From an optimization exercise on the open Yosys and OpenROAD flow, aimed at small area, a short achievable clock period and few clock cycles per item; shortcuts taken in it are not production practice. Function was checked by simulation only, so behaviour that the tests miss may differ from the original. Power is estimated from default activity; no workload was simulated.

==> inputs of run A <==
==> flow/design.v <==
`timescale 1ns/1ps
module tomasulo_core (
    input  logic        clk_i,
    input  logic        rst_n_i,
    input  logic        psel_i,
    input  logic        penable_i,
    input  logic        pwrite_i,
    input  logic [11:0] paddr_i,
    input  logic [31:0] pwdata_i,
    output logic        pready_o,
    output logic [31:0] prdata_o,
    output logic        pslverr_o,
    output logic        commit_valid_o,
    output logic [3:0]  commit_rd_o,
    output logic [31:0] commit_value_o
);
    localparam logic [3:0] OP_SUB  = 4'd1;
    localparam logic [3:0] OP_SLL  = 4'd5;
    localparam logic [3:0] OP_ADDI = 4'd6;
    logic        setup;
    logic        access;
    logic [11:0] reg_off;
    logic        reg_hit;
    logic [3:0]  ra;
    logic [3:0]  rb;
    logic        ra_ok;
    logic [3:0]  op_q;
    logic [3:0]  rd_q;
    logic [15:0] imm_q;
    logic [15:0] sel_a_q;      
    logic [15:0] sel_b_q;
    logic        fwd_a_q;      
    logic        fwd_b_q;
    logic        exec_q;       
    logic        rd_wait_q;    
    logic        err_q;        
    logic [31:0] regs_q [16];
    logic [15:0] written_q;    
    logic [15:0] live;         
    logic [31:0] src_a;
    logic [31:0] src_b;
    logic [31:0] opnd_b;
    logic        pass_a;
    logic [31:0] g_q;          
    logic [31:0] p_q;          
    logic [4:0]  sh_q;
    logic [31:0] imm_sx;
    logic        cin;
    logic [32:0] gen [7];
    logic [32:0] prop [7];
    logic [31:0] sum;
    logic [31:0] result;
    logic        commit_valid_q;
    logic [3:0]  commit_rd_q;
    logic [31:0] commit_value_q;
    assign setup   = psel_i & ~penable_i;
    assign access  = psel_i & penable_i;
    assign reg_off = paddr_i - 12'h100;
    assign reg_hit = (paddr_i >= 12'h100) && (reg_off < 12'd64) && (reg_off[1:0] == 2'b00);
    assign ra      = pwrite_i ? pwdata_i[23:20] : reg_off[5:2];
    assign rb      = pwdata_i[19:16];
    assign ra_ok   = pwrite_i | reg_hit;
    for (genvar r = 0; r < 16; r++) begin : g_live
        assign live[r] = written_q[r] | (commit_valid_q & (commit_rd_q == 4'(r)));
    end
    always_ff @(posedge clk_i) begin
        op_q  <= pwdata_i[31:28];
        rd_q  <= pwdata_i[27:24];
        imm_q <= pwdata_i[15:0];
        for (int r = 0; r < 16; r++) begin
            sel_a_q[r] <= (ra == 4'(r)) & ra_ok & live[r] & ~(exec_q & (rd_q == 4'(r)));
            sel_b_q[r] <= (rb == 4'(r)) & live[r] & ~(exec_q & (rd_q == 4'(r)));
        end
        fwd_a_q <= exec_q & (rd_q == ra) & ra_ok;
        fwd_b_q <= exec_q & (rd_q == rb);
    end
    always_ff @(posedge clk_i or negedge rst_n_i) begin
        if (!rst_n_i) begin
            exec_q    <= 1'b0;
            rd_wait_q <= 1'b0;
            err_q     <= 1'b0;
        end else begin
            exec_q    <= access & pwrite_i & (paddr_i == 12'h000);
            rd_wait_q <= setup & ~pwrite_i;
            err_q     <= pwrite_i ? (paddr_i != 12'h000) : ~reg_hit;
        end
    end
    always_comb begin
        src_a = fwd_a_q ? commit_value_q : 32'd0;
        src_b = fwd_b_q ? commit_value_q : 32'd0;
        for (int r = 0; r < 16; r++) begin
            src_a = src_a | (sel_a_q[r] ? regs_q[r] : 32'd0);
            src_b = src_b | (sel_b_q[r] ? regs_q[r] : 32'd0);
        end
    end
    assign imm_sx = {{16{imm_q[15]}}, imm_q};
    assign opnd_b = (op_q == OP_ADDI) ? imm_sx : ((op_q == OP_SUB) ? ~src_b : src_b);
    assign pass_a = rd_wait_q | (op_q == OP_SLL);
    always_ff @(posedge clk_i) begin
        g_q  <= pass_a ? src_a : (src_a & opnd_b);
        p_q  <= src_a ^ opnd_b;
        sh_q <= src_b[4:0];
    end
    assign cin = op_q == OP_SUB;
    assign gen[0]  = {g_q, cin};
    assign prop[0] = {p_q, 1'b0};
    for (genvar l = 0; l < 6; l++) begin : g_pfx
        for (genvar i = 0; i < 33; i++) begin : g_bit
            if (i >= (1 << l)) begin : g_op
                assign gen[l+1][i]  = gen[l][i] | (prop[l][i] & gen[l][i-(1<<l)]);
                assign prop[l+1][i] = prop[l][i] & prop[l][i-(1<<l)];
            end else begin : g_pass
                assign gen[l+1][i]  = gen[l][i];
                assign prop[l+1][i] = prop[l][i];
            end
        end
    end
    assign sum = p_q ^ gen[6][31:0];
    always_comb begin
        case (op_q)
            4'd0, 4'd1, 4'd6: result = sum;
            4'd2:             result = g_q;
            4'd3:             result = g_q | p_q;
            4'd4:             result = p_q;
            4'd5:             result = g_q << sh_q;
            4'd7:             result = imm_sx;
            default:          result = 32'd0;
        endcase
    end
    always_ff @(posedge clk_i) begin
        commit_rd_q    <= rd_q;
        commit_value_q <= result;
        for (int r = 0; r < 16; r++) begin
            if (commit_valid_q && commit_rd_q == 4'(r)) begin
                regs_q[r] <= commit_value_q;
            end
        end
    end
    always_ff @(posedge clk_i or negedge rst_n_i) begin
        if (!rst_n_i) begin
            written_q      <= 16'd0;
            commit_valid_q <= 1'b0;
        end else begin
            commit_valid_q <= exec_q;
            written_q      <= live;
        end
    end
    assign pready_o       = ~rd_wait_q;
    assign pslverr_o      = err_q;
    assign prdata_o       = g_q;
    assign commit_valid_o = commit_valid_q;
    assign commit_rd_o    = commit_rd_q;
    assign commit_value_o = commit_value_q;
endmodule
==> flow/run.sh <==
#!/bin/bash
# synth_recipe.tcl (not shown) runs the flow's synth.tcl, then flattens the netlist and writes it again
# the make line also repeats each setting of config.mk as NAME=value (left out here)
make -C /OpenROAD-flow-scripts/flow DESIGN_CONFIG=/design/flow/config.mk WORK_HOME=/design/flow/orfs CLKGATE_MAP_FILE= SYNTH_SCRIPT=/design/flow/synth_recipe.tcl finish
==> flow/config.mk <==
export PLATFORM = sky130hd
export DESIGN_NAME = tomasulo_core
export DESIGN_NICKNAME = tomasulo_core
export VERILOG_FILES = /design/flow/design.v
export SDC_FILE = /design/flow/constraint.sdc
export NUM_CORES = 4
export LEC_CHECK = 0
export CAP_MARGIN = 20
export CORE_MARGIN = 2
export CORE_UTILIZATION = 40
export SLEW_MARGIN = 20
==> flow/constraint.sdc <==
create_clock -name core_clock -period 7.0 [get_ports {clk_i}]
set_input_delay 1.4000 -clock core_clock [delete_from_list [all_inputs] [get_ports {clk_i}]]
set_output_delay 1.4000 -clock core_clock [all_outputs]
set_load 0.01 [all_outputs]
==> run C (differences from run A) <==
--- a/flow/design.v
+++ b/flow/design.v
@@ -45,6 +45,13 @@
     logic [31:0] p_q;          
     logic [4:0]  sh_q;
     logic [31:0] imm_sx;
+    logic        cin_q;
+    logic        is_sum_q;
+    logic        is_and_q;
+    logic        is_or_q;
+    logic        is_xor_q;
+    logic        is_sll_q;
+    logic        is_li_q;
     logic        cin;
     logic [32:0] gen [7];
     logic [32:0] prop [7];
@@ -100,8 +107,15 @@
         g_q  <= pass_a ? src_a : (src_a & opnd_b);
         p_q  <= src_a ^ opnd_b;
         sh_q <= src_b[4:0];
+        cin_q    <= op_q == OP_SUB;
+        is_sum_q <= (op_q == 4'd0) | (op_q == OP_SUB) | (op_q == OP_ADDI);
+        is_and_q <= op_q == 4'd2;
+        is_or_q  <= op_q == 4'd3;
+        is_xor_q <= op_q == 4'd4;
+        is_sll_q <= op_q == OP_SLL;
+        is_li_q  <= op_q == 4'd7;
     end
-    assign cin = op_q == OP_SUB;
+    assign cin = cin_q;
     assign gen[0]  = {g_q, cin};
     assign prop[0] = {p_q, 1'b0};
     for (genvar l = 0; l < 6; l++) begin : g_pfx
@@ -116,17 +130,11 @@
         end
     end
     assign sum = p_q ^ gen[6][31:0];
-    always_comb begin
-        case (op_q)
-            4'd0, 4'd1, 4'd6: result = sum;
-            4'd2:             result = g_q;
-            4'd3:             result = g_q | p_q;
-            4'd4:             result = p_q;
-            4'd5:             result = g_q << sh_q;
-            4'd7:             result = imm_sx;
-            default:          result = 32'd0;
-        endcase
-    end
+    assign result = ({32{is_sum_q}} & sum)
+                  | ({32{is_and_q | is_or_q}} & g_q)
+                  | ({32{is_xor_q | is_or_q}} & p_q)
+                  | ({32{is_sll_q}} & (g_q << sh_q))
+                  | ({32{is_li_q}} & imm_sx);
     always_ff @(posedge clk_i) begin
         commit_rd_q    <= rd_q;
         commit_value_q <= result;
SETUP_SLACK_MARGIN = 4.2   (was default)
==> run_results.csv <==
group,metric,value,unit
status,outcome,"complete, no violations",
global_route,antenna_found_initial,2,
yosys,synth_xor_area_frac,0.01643,
final_layout,fill_cells,6665,
floorplanning,chipHeight,282.0,µm
drt,via_count,25050,
power,p_clk_frac,0.475,
[end of results for run C]
==> run_results.csv <==
group,metric,value,unit
yosys,synth.most_common_cell,"edfxtp_1",
floorplanning,chipHeight,280.0,µm
yosys,synth_xor_area_frac,0.01638,
power,p_clk_frac,0.452,
clock_network,numCtsBuffers,75,
drt,via_count,24120,
global_route,antenna_found_initial,0,
placed_design,dpl.hpwl,62490,µm
worst_setup_path,worstSetupPathDepth,12,
status,outcome,"complete, no violations",
[end of results for run A]
Testbench counts of run A, summed over its fixed seeds: cycles 6,416, items 3,200.
Testbench counts of run C, summed over its fixed seeds: cycles 6,416, items 3,200.


==> cedar <==
Another version of the RTL of tomasulo_core (not shown whole).
Design tomasulo_core, start of the top module:
module tomasulo_core (
    input  logic        clk_i,
    input  logic        rst_n_i,
    input  logic        psel_i,
    input  logic        penable_i,
    input  logic        pwrite_i,
    input  logic [11:0] paddr_i,
    input  logic [31:0] pwdata_i,
    output logic        pready_o,
    output logic [31:0] prdata_o,
    output logic        pslverr_o,
    output logic        commit_valid_o,
    output logic [3:0]  commit_rd_o,
    output logic [31:0] commit_value_o
);
export LEC_CHECK = 0
export CAP_MARGIN = 20
export CORE_MARGIN = 2
export CORE_UTILIZATION = 40
export CTS_CLUSTER_DIAMETER = 70
export CTS_CLUSTER_SIZE = 30
export PLACE_DENSITY = 0.85
export SETUP_SLACK_MARGIN = 4.5
export SLEW_MARGIN = 20
create_clock -name core_clock -period 7.0 [get_ports {clk_i}]
standard.sh (not shown) runs the stock make flow with config.mk's settings and CLKGATE_MAP_FILE= SYNTH_SCRIPT=/design/flow/synth_recipe.tcl, a recipe that flattens the netlist after the stock synthesis.
==> flow/flow/run.sh <==
#!/bin/bash
# The standard layout (standard.sh, all ORFS steps up to finish), except that
# the port buffers are built from buf_2 cells instead of the default choice,
# a delay cell whose footprint the resizer cannot leave. Each port still gets
# its own buffer; the resizer may size it within the buf footprint.
set -euo pipefail
export BUFFER_PORTS_ARGS="-buffer_cell sky130_fd_sc_hd__buf_2"
bash standard.sh > standard.log 2>&1
==> inputs of delta, as changes to cedar <==
==> flow/design.v, changed modules only <==
module tomasulo_core (
    input  logic        clk_i,
    input  logic        rst_n_i,
    input  logic        psel_i,
    input  logic        penable_i,
    input  logic        pwrite_i,
    input  logic [11:0] paddr_i,
    input  logic [31:0] pwdata_i,
    output logic        pready_o,
    output logic [31:0] prdata_o,
    output logic        pslverr_o,
    output logic        commit_valid_o,
    output logic [3:0]  commit_rd_o,
    output logic [31:0] commit_value_o
);
    localparam logic [3:0] OP_SUB  = 4'd1;
    localparam logic [3:0] OP_SLL  = 4'd5;
    localparam logic [3:0] OP_ADDI = 4'd6;
    localparam logic [3:0] OP_LI   = 4'd7;
    logic        setup;
    logic        access;
    logic [11:0] reg_off;
    logic        reg_hit;
    logic [3:0]  raddr;        
    logic        rd_en;        
    logic [3:0]  op_q;
    logic [3:0]  rd_q;
    logic [15:0] imm_q;
    logic [15:0] sel_q;        
    logic        cmt_q;        
    logic        fwd_a_q;      
    logic        exec1_q;      
    logic        exec2_q;      
    logic [3:0]  rd2_q;
    logic        rd_wait_q;    
    logic        err_q;        
    logic [31:0] regs_q [16];
    logic [15:0] written_q;    
    logic [15:0] live;         
    logic [31:0] port;
    logic [31:0] a_q;          
    logic [31:0] src_a;
    logic [31:0] opnd_b;
    logic [31:0] imm_sx;
    logic        no_a;
    logic        use_imm;
    logic        is_sub;
    logic        pass_a;
    logic [31:0] g_q;          
    logic [31:0] p_q;          
    logic [4:0]  sh_q;
    logic        cin_q;
    logic        is_sum_q;
    logic        is_and_q;
    logic        is_or_q;
    logic        is_xor_q;
    logic        is_sll_q;
    logic [32:0] gen [7];
    logic [32:0] prop [7];
    logic [31:0] sum;
    logic [31:0] result;
    logic        commit_valid_q;
    logic [3:0]  commit_rd_q;
    logic [31:0] commit_value_q;
    assign setup   = psel_i & ~penable_i;
    assign access  = psel_i & penable_i;
    assign reg_off = paddr_i - 12'h100;
    assign reg_hit = (paddr_i >= 12'h100) && (reg_off < 12'd64) && (reg_off[1:0] == 2'b00);
    assign raddr = penable_i ? pwdata_i[19:16] : (pwrite_i ? pwdata_i[23:20] : reg_off[5:2]);
    assign rd_en = psel_i & (penable_i ? pwrite_i : (pwrite_i | reg_hit));
    for (genvar r = 0; r < 16; r++) begin : g_live
        assign live[r] = written_q[r] | (commit_valid_q & (commit_rd_q == 4'(r)));
    end
    always_ff @(posedge clk_i) begin
        op_q  <= pwdata_i[31:28];
        rd_q  <= pwdata_i[27:24];
        imm_q <= pwdata_i[15:0];
        for (int r = 0; r < 16; r++) begin
            sel_q[r] <= rd_en & (raddr == 4'(r)) & live[r] & ~(exec2_q & (rd2_q == 4'(r)));
        end
        cmt_q   <= rd_en & exec2_q & (rd2_q == raddr);
        fwd_a_q <= exec2_q & (rd2_q == pwdata_i[23:20]);
    end
    always_ff @(posedge clk_i or negedge rst_n_i) begin
        if (!rst_n_i) begin
            exec1_q   <= 1'b0;
            exec2_q   <= 1'b0;
            rd_wait_q <= 1'b0;
            err_q     <= 1'b0;
        end else begin
            exec1_q   <= access & pwrite_i & (paddr_i == 12'h000);
            exec2_q   <= exec1_q;
            rd_wait_q <= setup & ~pwrite_i;
            err_q     <= pwrite_i ? (paddr_i != 12'h000) : ~reg_hit;
        end
    end
    always_comb begin
        port = cmt_q ? commit_value_q : 32'd0;
        for (int r = 0; r < 16; r++) begin
            port = port | (sel_q[r] ? regs_q[r] : 32'd0);
        end
    end
    always_ff @(posedge clk_i) begin
        a_q <= port;
    end
    assign imm_sx  = {{16{imm_q[15]}}, imm_q};
    assign no_a    = op_q == OP_LI;
    assign use_imm = (op_q == OP_ADDI) | (op_q == OP_LI);
    assign is_sub  = op_q == OP_SUB;
    assign pass_a  = op_q == OP_SLL;
    assign src_a   = no_a ? 32'd0 : (fwd_a_q ? commit_value_q : a_q);
    assign opnd_b  = use_imm ? imm_sx : (is_sub ? ~port : port);
    always_ff @(posedge clk_i) begin
        g_q      <= pass_a ? src_a : (src_a & opnd_b);
        p_q      <= src_a ^ opnd_b;
        sh_q     <= opnd_b[4:0];
        cin_q    <= is_sub;
        is_sum_q <= (op_q == 4'd0) | is_sub | use_imm;
        is_and_q <= op_q == 4'd2;
        is_or_q  <= op_q == 4'd3;
        is_xor_q <= op_q == 4'd4;
        is_sll_q <= pass_a;
        rd2_q    <= rd_q;
    end
    assign gen[0]  = {g_q, cin_q};
    assign prop[0] = {p_q, 1'b0};
    for (genvar l = 0; l < 6; l++) begin : g_pfx
        for (genvar i = 0; i < 33; i++) begin : g_bit
            if (i >= (1 << l)) begin : g_op
                assign gen[l+1][i]  = gen[l][i] | (prop[l][i] & gen[l][i-(1<<l)]);
                assign prop[l+1][i] = prop[l][i] & prop[l][i-(1<<l)];
            end else begin : g_pass
                assign gen[l+1][i]  = gen[l][i];
                assign prop[l+1][i] = prop[l][i];
            end
        end
    end
    assign sum = p_q ^ gen[6][31:0];
    assign result = ({32{is_sum_q}} & sum)
                  | ({32{is_and_q | is_or_q}} & g_q)
                  | ({32{is_xor_q | is_or_q}} & p_q)
                  | ({32{is_sll_q}} & (g_q << sh_q));
    always_ff @(posedge clk_i) begin
        commit_rd_q    <= rd2_q;
        commit_value_q <= result;
        for (int r = 0; r < 16; r++) begin
            if (commit_valid_q && commit_rd_q == 4'(r)) begin
                regs_q[r] <= commit_value_q;
            end
        end
    end
    always_ff @(posedge clk_i or negedge rst_n_i) begin
        if (!rst_n_i) begin
            written_q      <= 16'd0;
            commit_valid_q <= 1'b0;
        end else begin
            commit_valid_q <= exec2_q;
            written_q      <= live;
        end
    end
    assign pready_o       = ~rd_wait_q;
    assign pslverr_o      = err_q;
    assign prdata_o       = a_q;
    assign commit_valid_o = commit_valid_q;
    assign commit_rd_o    = commit_rd_q;
    assign commit_value_o = commit_value_q;
endmodule
==> flow/config.mk (replaced) <==
export PLATFORM = sky130hd
export DESIGN_NAME = tomasulo_core
export DESIGN_NICKNAME = tomasulo_core
export VERILOG_FILES = /design/flow/design.v
export SDC_FILE = /design/flow/constraint.sdc
export NUM_CORES = 4
export LEC_CHECK = 0
export CAP_MARGIN = 20
export CORE_MARGIN = 2
export CORE_UTILIZATION = 40
export CTS_CLUSTER_DIAMETER = 60
export CTS_CLUSTER_SIZE = 25
export SETUP_SLACK_MARGIN = 4.3
export SLEW_MARGIN = 20
==> inputs of xenon, as changes to cedar <==
==> flow/design.v, changed modules only <==
module tomasulo_core (
    input  logic        clk_i,
    input  logic        rst_n_i,
    input  logic        psel_i,
    input  logic        penable_i,
    input  logic        pwrite_i,
    input  logic [11:0] paddr_i,
    input  logic [31:0] pwdata_i,
    output logic        pready_o,
    output logic [31:0] prdata_o,
    output logic        pslverr_o,
    output logic        commit_valid_o,
    output logic [3:0]  commit_rd_o,
    output logic [31:0] commit_value_o
);
    localparam logic [3:0] OP_SUB  = 4'd1;
    localparam logic [3:0] OP_SLL  = 4'd5;
    localparam logic [3:0] OP_ADDI = 4'd6;
    localparam logic [3:0] OP_LI   = 4'd7;
    logic        setup;
    logic        access;
    logic [11:0] reg_off;
    logic        reg_hit;
    logic [3:0]  raddr;        
    logic        rd_en;        
    logic [3:0]  op_q;
    logic [3:0]  rd_q;
    logic [15:0] imm_q;
    logic [7:0]  sel_a_q;      
    logic [7:0]  sel_b_q;      
    logic        cmt_q;        
    logic        wbp_q;        
    logic        fwd_a_q;      
    logic        exec1_q;      
    logic        exec2_q;      
    logic [3:0]  rd2_q;
    logic        rd_wait_q;    
    logic        err_q;        
    logic [31:0] pos_a_q [8];  
    logic [31:0] pos_b_q [8];  
    logic        ph_q;
    logic        wr_ok;        
    logic        dly_q;        
    logic [31:0] wb_q;
    logic [3:0]  wb_rd_q;
    logic [31:0] wdata;
    logic [7:0]  wen;
    logic [15:0] wmask;
    logic [15:0] written_q;    
    logic [15:0] live;         
    logic [15:0] pend;         
    logic [15:0] sel_r;
    logic [31:0] port;
    logic [31:0] a_q;          
    logic [31:0] src_a;
    logic [31:0] opnd_b;
    logic [31:0] imm_sx;
    logic        no_a;
    logic        use_imm;
    logic        is_sub;
    logic        pass_a;
    logic [31:0] g_q;          
    logic [31:0] p_q;          
    logic [4:0]  sh_q;
    logic        cin_q;
    logic        is_sum_q;
    logic        is_and_q;
    logic        is_or_q;
    logic        is_xor_q;
    logic        is_sll_q;
    logic [32:0] gen [7];
    logic [32:0] prop [7];
    logic [31:0] sum;
    logic [31:0] result;
    logic        commit_valid_q;
    logic [3:0]  commit_rd_q;
    logic [31:0] commit_value_q;
    assign setup   = psel_i & ~penable_i;
    assign access  = psel_i & penable_i;
    assign reg_off = paddr_i - 12'h100;
    assign reg_hit = (paddr_i >= 12'h100) && (reg_off < 12'd64) && (reg_off[1:0] == 2'b00);
    assign raddr = penable_i ? pwdata_i[19:16] : (pwrite_i ? pwdata_i[23:20] : reg_off[5:2]);
    assign rd_en = psel_i & (penable_i ? pwrite_i : (pwrite_i | reg_hit));
    assign wr_ok = commit_rd_q[0] != ph_q;
    assign wdata = dly_q ? wb_q : commit_value_q;
    for (genvar r = 0; r < 16; r++) begin : g_wmask
        assign wmask[r] = (commit_valid_q & wr_ok & (commit_rd_q == 4'(r)))
                        | (dly_q & (wb_rd_q == 4'(r)));
        assign live[r]  = written_q[r] | wmask[r];
        assign pend[r]  = (exec2_q & (rd2_q == 4'(r)))
                        | (commit_valid_q & ~wr_ok & (commit_rd_q == 4'(r)));
        assign sel_r[r] = rd_en & (raddr == 4'(r)) & live[r] & ~pend[r];
    end
    for (genvar k = 0; k < 8; k++) begin : g_wen
        assign wen[k] = wmask[2*k] | wmask[2*k+1];
    end
    always_ff @(posedge clk_i) begin
        for (int k = 0; k < 8; k++) begin
            pos_a_q[k] <= wen[k] ? wdata : pos_b_q[k];
            pos_b_q[k] <= pos_a_q[k];
        end
        wb_q    <= commit_value_q;
        wb_rd_q <= commit_rd_q;
    end
    always_ff @(posedge clk_i) begin
        op_q  <= pwdata_i[31:28];
        rd_q  <= pwdata_i[27:24];
        imm_q <= pwdata_i[15:0];
        for (int k = 0; k < 8; k++) begin
            sel_a_q[k] <= ph_q ? sel_r[2*k] : sel_r[2*k+1];
            sel_b_q[k] <= ph_q ? sel_r[2*k+1] : sel_r[2*k];
        end
        cmt_q   <= rd_en & exec2_q & (rd2_q == raddr);
        wbp_q   <= rd_en & commit_valid_q & ~wr_ok & (commit_rd_q == raddr);
        fwd_a_q <= exec2_q & (rd2_q == pwdata_i[23:20]);
    end
    always_ff @(posedge clk_i or negedge rst_n_i) begin
        if (!rst_n_i) begin
            exec1_q   <= 1'b0;
            exec2_q   <= 1'b0;
            rd_wait_q <= 1'b0;
            err_q     <= 1'b0;
        end else begin
            exec1_q   <= access & pwrite_i & (paddr_i == 12'h000);
            exec2_q   <= exec1_q;
            rd_wait_q <= setup & ~pwrite_i;
            err_q     <= pwrite_i ? (paddr_i != 12'h000) : ~reg_hit;
        end
    end
    always_comb begin
        port = (cmt_q ? commit_value_q : 32'd0) | (wbp_q ? wb_q : 32'd0);
        for (int k = 0; k < 8; k++) begin
            port = port | (sel_a_q[k] ? pos_a_q[k] : 32'd0)
                        | (sel_b_q[k] ? pos_b_q[k] : 32'd0);
        end
    end
    always_ff @(posedge clk_i) begin
        a_q <= port;
    end
    assign imm_sx  = {{16{imm_q[15]}}, imm_q};
    assign no_a    = op_q == OP_LI;
    assign use_imm = (op_q == OP_ADDI) | (op_q == OP_LI);
    assign is_sub  = op_q == OP_SUB;
    assign pass_a  = op_q == OP_SLL;
    assign src_a   = no_a ? 32'd0 : (fwd_a_q ? commit_value_q : a_q);
    assign opnd_b  = use_imm ? imm_sx : (is_sub ? ~port : port);
    always_ff @(posedge clk_i) begin
        g_q      <= pass_a ? src_a : (src_a & opnd_b);
        p_q      <= src_a ^ opnd_b;
        sh_q     <= opnd_b[4:0];
        cin_q    <= is_sub;
        is_sum_q <= (op_q == 4'd0) | is_sub | use_imm;
        is_and_q <= op_q == 4'd2;
        is_or_q  <= op_q == 4'd3;
        is_xor_q <= op_q == 4'd4;
        is_sll_q <= pass_a;
        rd2_q    <= rd_q;
    end
    assign gen[0]  = {g_q, cin_q};
    assign prop[0] = {p_q, 1'b0};
    for (genvar l = 0; l < 6; l++) begin : g_pfx
        for (genvar i = 0; i < 33; i++) begin : g_bit
            if (i >= (1 << l)) begin : g_op
                assign gen[l+1][i]  = gen[l][i] | (prop[l][i] & gen[l][i-(1<<l)]);
                assign prop[l+1][i] = prop[l][i] & prop[l][i-(1<<l)];
            end else begin : g_pass
                assign gen[l+1][i]  = gen[l][i];
                assign prop[l+1][i] = prop[l][i];
            end
        end
    end
    assign sum = p_q ^ gen[6][31:0];
    assign result = ({32{is_sum_q}} & sum)
                  | ({32{is_and_q | is_or_q}} & g_q)
                  | ({32{is_xor_q | is_or_q}} & p_q)
                  | ({32{is_sll_q}} & (g_q << sh_q));
    always_ff @(posedge clk_i) begin
        commit_rd_q    <= rd2_q;
        commit_value_q <= result;
    end
    always_ff @(posedge clk_i or negedge rst_n_i) begin
        if (!rst_n_i) begin
            written_q      <= 16'd0;
            commit_valid_q <= 1'b0;
            ph_q           <= 1'b0;
            dly_q          <= 1'b0;
        end else begin
            commit_valid_q <= exec2_q;
            written_q      <= live;
            ph_q           <= ~ph_q;
            dly_q          <= commit_valid_q & ~wr_ok;
        end
    end
    assign pready_o       = ~rd_wait_q;
    assign pslverr_o      = err_q;
    assign prdata_o       = a_q;
    assign commit_valid_o = commit_valid_q;
    assign commit_rd_o    = commit_rd_q;
    assign commit_value_o = commit_value_q;
endmodule
--- a/flow/config.mk
+++ b/flow/config.mk
@@ -8,8 +8,8 @@
 export CAP_MARGIN = 20
 export CORE_MARGIN = 2
 export CORE_UTILIZATION = 40
 export CTS_CLUSTER_DIAMETER = 70
 export CTS_CLUSTER_SIZE = 30
-export PLACE_DENSITY = 0.85
-export SETUP_SLACK_MARGIN = 4.5
+export PLACE_DENSITY = 0.75
+export SETUP_SLACK_MARGIN = 4.3
 export SLEW_MARGIN = 20
==> inputs of raven, as changes to cedar <==
==> flow/design.v, changed modules only <==
module tomasulo_core (
    input  logic        clk_i,
    input  logic        rst_n_i,
    input  logic        psel_i,
    input  logic        penable_i,
    input  logic        pwrite_i,
    input  logic [11:0] paddr_i,
    input  logic [31:0] pwdata_i,
    output logic        pready_o,
    output logic [31:0] prdata_o,
    output logic        pslverr_o,
    output logic        commit_valid_o,
    output logic [3:0]  commit_rd_o,
    output logic [31:0] commit_value_o
);
    localparam logic [3:0] OP_SUB  = 4'd1;
    localparam logic [3:0] OP_SLL  = 4'd5;
    localparam logic [3:0] OP_ADDI = 4'd6;
    localparam logic [3:0] OP_LI   = 4'd7;
    logic        setup;
    logic        access;
    logic [11:0] reg_off;
    logic        reg_hit;
    logic [3:0]  raddr;        
    logic        rd_en;        
    logic [3:0]  op_q;
    logic [3:0]  rd_q;
    logic [15:0] imm_q;
    logic [7:0]  sel_a_q;      
    logic [7:0]  sel_b_q;      
    logic        cmt_q;        
    logic        wbp_q;        
    logic        fwd_a_q;      
    logic        exec1_q;      
    logic        exec2_q;      
    logic [3:0]  rd2_q;
    logic        rd_wait_q;    
    logic        err_q;        
    logic [31:0] pos_a_q [8];  
    logic [31:0] pos_b_q [8];  
    logic        ph_q;
    logic        wr_ok;        
    logic        dly_q;        
    logic [31:0] wb_q;
    logic [3:0]  wb_rd_q;
    logic [31:0] wdata;
    logic [7:0]  wen;
    logic [15:0] wmask;
    logic [15:0] written_q;    
    logic [15:0] live;         
    logic [15:0] pend;         
    logic [15:0] sel_r;
    logic [31:0] port;
    logic [31:0] a_q;          
    logic [31:0] src_a;
    logic [31:0] opnd_b;
    logic [31:0] imm_sx;
    logic        no_a;
    logic        use_imm;
    logic        is_sub;
    logic        pass_a;
    logic [31:0] g_q;          
    logic [31:0] p_q;          
    logic [4:0]  sh_q;
    logic        cin_q;
    logic        is_sum_q;
    logic        is_and_q;
    logic        is_or_q;
    logic        is_xor_q;
    logic        is_sll_q;
    logic [32:0] gen [7];
    logic [32:0] prop [7];
    logic [31:0] sum;
    logic [31:0] result;
    logic        commit_valid_q;
    logic [3:0]  commit_rd_q;
    logic [31:0] commit_value_q;
    assign setup   = psel_i & ~penable_i;
    assign access  = psel_i & penable_i;
    assign reg_off = paddr_i - 12'h100;
    assign reg_hit = (paddr_i >= 12'h100) && (reg_off < 12'd64) && (reg_off[1:0] == 2'b00);
    assign raddr = penable_i ? pwdata_i[19:16] : (pwrite_i ? pwdata_i[23:20] : reg_off[5:2]);
    assign rd_en = psel_i & (penable_i ? pwrite_i : (pwrite_i | reg_hit));
    assign wr_ok = commit_rd_q[0] != ph_q;
    assign wdata = dly_q ? wb_q : commit_value_q;
    for (genvar r = 0; r < 16; r++) begin : g_wmask
        assign wmask[r] = (commit_valid_q & wr_ok & (commit_rd_q == 4'(r)))
                        | (dly_q & (wb_rd_q == 4'(r)));
        assign live[r]  = written_q[r] | wmask[r];
        assign pend[r]  = (exec2_q & (rd2_q == 4'(r)))
                        | (commit_valid_q & ~wr_ok & (commit_rd_q == 4'(r)));
        assign sel_r[r] = rd_en & (raddr == 4'(r)) & live[r] & ~pend[r];
    end
    for (genvar k = 0; k < 8; k++) begin : g_wen
        assign wen[k] = wmask[2*k] | wmask[2*k+1];
    end
    always_ff @(posedge clk_i) begin
        for (int k = 0; k < 8; k++) begin
            pos_a_q[k] <= wen[k] ? wdata : pos_b_q[k];
            pos_b_q[k] <= pos_a_q[k];
        end
        wb_q    <= commit_value_q;
        wb_rd_q <= commit_rd_q;
    end
    always_ff @(posedge clk_i) begin
        op_q  <= pwdata_i[31:28];
        rd_q  <= pwdata_i[27:24];
        imm_q <= pwdata_i[15:0];
        for (int k = 0; k < 8; k++) begin
            sel_a_q[k] <= ph_q ? sel_r[2*k] : sel_r[2*k+1];
            sel_b_q[k] <= ph_q ? sel_r[2*k+1] : sel_r[2*k];
        end
        cmt_q   <= rd_en & exec2_q & (rd2_q == raddr);
        wbp_q   <= rd_en & commit_valid_q & ~wr_ok & (commit_rd_q == raddr);
        fwd_a_q <= exec2_q & (rd2_q == pwdata_i[23:20]);
    end
    always_ff @(posedge clk_i or negedge rst_n_i) begin
        if (!rst_n_i) begin
            exec1_q   <= 1'b0;
            exec2_q   <= 1'b0;
            rd_wait_q <= 1'b0;
            err_q     <= 1'b0;
        end else begin
            exec1_q   <= access & pwrite_i & (paddr_i == 12'h000);
            exec2_q   <= exec1_q;
            rd_wait_q <= setup & ~pwrite_i;
            err_q     <= pwrite_i ? (paddr_i != 12'h000) : ~reg_hit;
        end
    end
    always_comb begin
        port = (cmt_q ? commit_value_q : 32'd0) | (wbp_q ? wb_q : 32'd0);
        for (int k = 0; k < 8; k++) begin
            port = port | (sel_a_q[k] ? pos_a_q[k] : 32'd0)
                        | (sel_b_q[k] ? pos_b_q[k] : 32'd0);
        end
    end
    always_ff @(posedge clk_i) begin
        a_q <= port;
    end
    assign imm_sx  = {{16{imm_q[15]}}, imm_q};
    assign no_a    = op_q == OP_LI;
    assign use_imm = (op_q == OP_ADDI) | (op_q == OP_LI);
    assign is_sub  = op_q == OP_SUB;
    assign pass_a  = op_q == OP_SLL;
    assign src_a   = no_a ? 32'd0 : (fwd_a_q ? commit_value_q : a_q);
    assign opnd_b  = use_imm ? imm_sx : (is_sub ? ~port : port);
    always_ff @(posedge clk_i) begin
        g_q      <= pass_a ? src_a : (src_a & opnd_b);
        p_q      <= src_a ^ opnd_b;
        sh_q     <= opnd_b[4:0];
        cin_q    <= is_sub;
        is_sum_q <= (op_q == 4'd0) | is_sub | use_imm;
        is_and_q <= op_q == 4'd2;
        is_or_q  <= op_q == 4'd3;
        is_xor_q <= op_q == 4'd4;
        is_sll_q <= pass_a;
        rd2_q    <= rd_q;
    end
    assign gen[0]  = {g_q, cin_q};
    assign prop[0] = {p_q, 1'b0};
    for (genvar l = 0; l < 6; l++) begin : g_pfx
        for (genvar i = 0; i < 33; i++) begin : g_bit
            if (i >= (1 << l)) begin : g_op
                assign gen[l+1][i]  = gen[l][i] | (prop[l][i] & gen[l][i-(1<<l)]);
                assign prop[l+1][i] = prop[l][i] & prop[l][i-(1<<l)];
            end else begin : g_pass
                assign gen[l+1][i]  = gen[l][i];
                assign prop[l+1][i] = prop[l][i];
            end
        end
    end
    assign sum = p_q ^ gen[6][31:0];
    assign result = ({32{is_sum_q}} & sum)
                  | ({32{is_and_q | is_or_q}} & g_q)
                  | ({32{is_xor_q | is_or_q}} & p_q)
                  | ({32{is_sll_q}} & (g_q << sh_q));
    always_ff @(posedge clk_i) begin
        commit_rd_q    <= rd2_q;
        commit_value_q <= result;
    end
    always_ff @(posedge clk_i or negedge rst_n_i) begin
        if (!rst_n_i) begin
            written_q      <= 16'd0;
            commit_valid_q <= 1'b0;
            ph_q           <= 1'b0;
            dly_q          <= 1'b0;
        end else begin
            commit_valid_q <= exec2_q;
            written_q      <= live;
            ph_q           <= ~ph_q;
            dly_q          <= commit_valid_q & ~wr_ok;
        end
    end
    assign pready_o       = ~rd_wait_q;
    assign pslverr_o      = err_q;
    assign prdata_o       = a_q;
    assign commit_valid_o = commit_valid_q;
    assign commit_rd_o    = commit_rd_q;
    assign commit_value_o = commit_value_q;
endmodule
--- a/flow/config.mk
+++ b/flow/config.mk
@@ -9,7 +9,7 @@
 export CORE_MARGIN = 2
 export CORE_UTILIZATION = 40
 export CTS_CLUSTER_DIAMETER = 70
 export CTS_CLUSTER_SIZE = 30
 export PLACE_DENSITY = 0.85
-export SETUP_SLACK_MARGIN = 4.5
+export SETUP_SLACK_MARGIN = 4.3
 export SLEW_MARGIN = 20
==> run summary <==
item                                                                     cedar                    delta                    xenon                    raven
Status                                                 complete, no violations  complete, no violations  complete, no violations  complete, no violations
Worst-case register-to-register setup slack                            4.58 ns                  4.39 ns                  4.34 ns                  4.36 ns
Clock skew                                                           0.0409 ns                0.0502 ns                0.0506 ns                0.0372 ns
Vias post-DR                                                             22700                    19000                    21900                    22400
Std-Cell Core Area                                                   68800 µm²                70100 µm²                68600 µm²                68600 µm²
Post-route clock period utilization                                      36.0%                    38.2%                    38.4%                    38.1%
Worst-case reg-to-reg path depth                                             9                        8                        8                       10
Initial core utilization                                                 40.5%                    40.5%                    40.4%                    40.4%
CTS clock-pin slew for the worst setup and hold paths                  0.11 ns                  0.08 ns                  0.11 ns                  0.09 ns
Net count after synthesis                                                 2848                     2136                     2841                     2841
#FFs+latches synth                                                         770                      722                      761                      761
Final HPWL DP                                                         51200 µm                 49800 µm                 51000 µm                 51200 µm
Power density normalized to cell area                               237 nW/µm²               243 nW/µm²               244 nW/µm²               238 nW/µm²
Signal buffers                                                             206                      223                      157                      157
Multi-input gates                                                         1780                     1176                     1787                     1787
Testbench counts of cedar, summed over its fixed seeds: cycles 6,432, items 3,200.
Testbench counts of delta, summed over its fixed seeds: cycles 6,424, items 3,200.
Testbench counts of xenon, summed over its fixed seeds: cycles 6,424, items 3,200.
Testbench counts of raven, summed over its fixed seeds: cycles 6,424, items 3,200.

re-timing with driven ports:
Ports are ideal in the flow. The routed layouts listed here were re-timed in OpenROAD. Step 1, drivers: a clkbuf_16 drives clk_i and a buf_2 each remaining input, both assumed. Step 2 adds t to the input delays and takes it off the output delays; t is the mean of the earliest and latest rising clock arrival at the registers after step 1. Input paths then give back, and output paths get back, about the clock's delay inside the block. Three values: ideal, step 1, step 2; two values: the first two.
| run | shift t [ns] | setup slack, ns | worst hold slack (ns) | latest minus earliest clock arrival (ns) | slew at the worst register clock pin (ns) |
|---|---|---|---|---|---|
| run A | 0.685 | 3.265 / 3.265 / 3.265 | 0.450 / 0.450 / 0.450 | 0.032 / 0.033 | 0.07 / 0.07 |
| run C | 0.691 | 4.196 / 4.157 / 3.700 | 0.453 / 0.453 / 0.453 | 0.031 / 0.031 | 0.06 / 0.06 |
| cedar | 0.649 | 4.479 / 4.423 / 3.926 | 0.334 / 0.334 / 0.334 | 0.047 / 0.047 | 0.11 / 0.11 |
| delta | 0.681 | 4.326 / 4.262 / 3.849 | 0.332 / 0.332 / 0.332 | 0.058 / 0.057 | 0.10 / 0.10 |
| xenon | 0.665 | 4.309 / 4.250 / 3.945 | 0.328 / 0.328 / 0.328 | 0.051 / 0.051 | 0.11 / 0.11 |
| raven | 0.625 | 4.334 / 4.279 / 3.961 | 0.333 / 0.333 / 0.333 | 0.039 / 0.039 | 0.11 / 0.11 |
After both steps setup and hold are still met in every run listed. The setup slack of cedar, which loses most, moves by -0.056 ns with the drivers and by -0.553 ns with both steps.
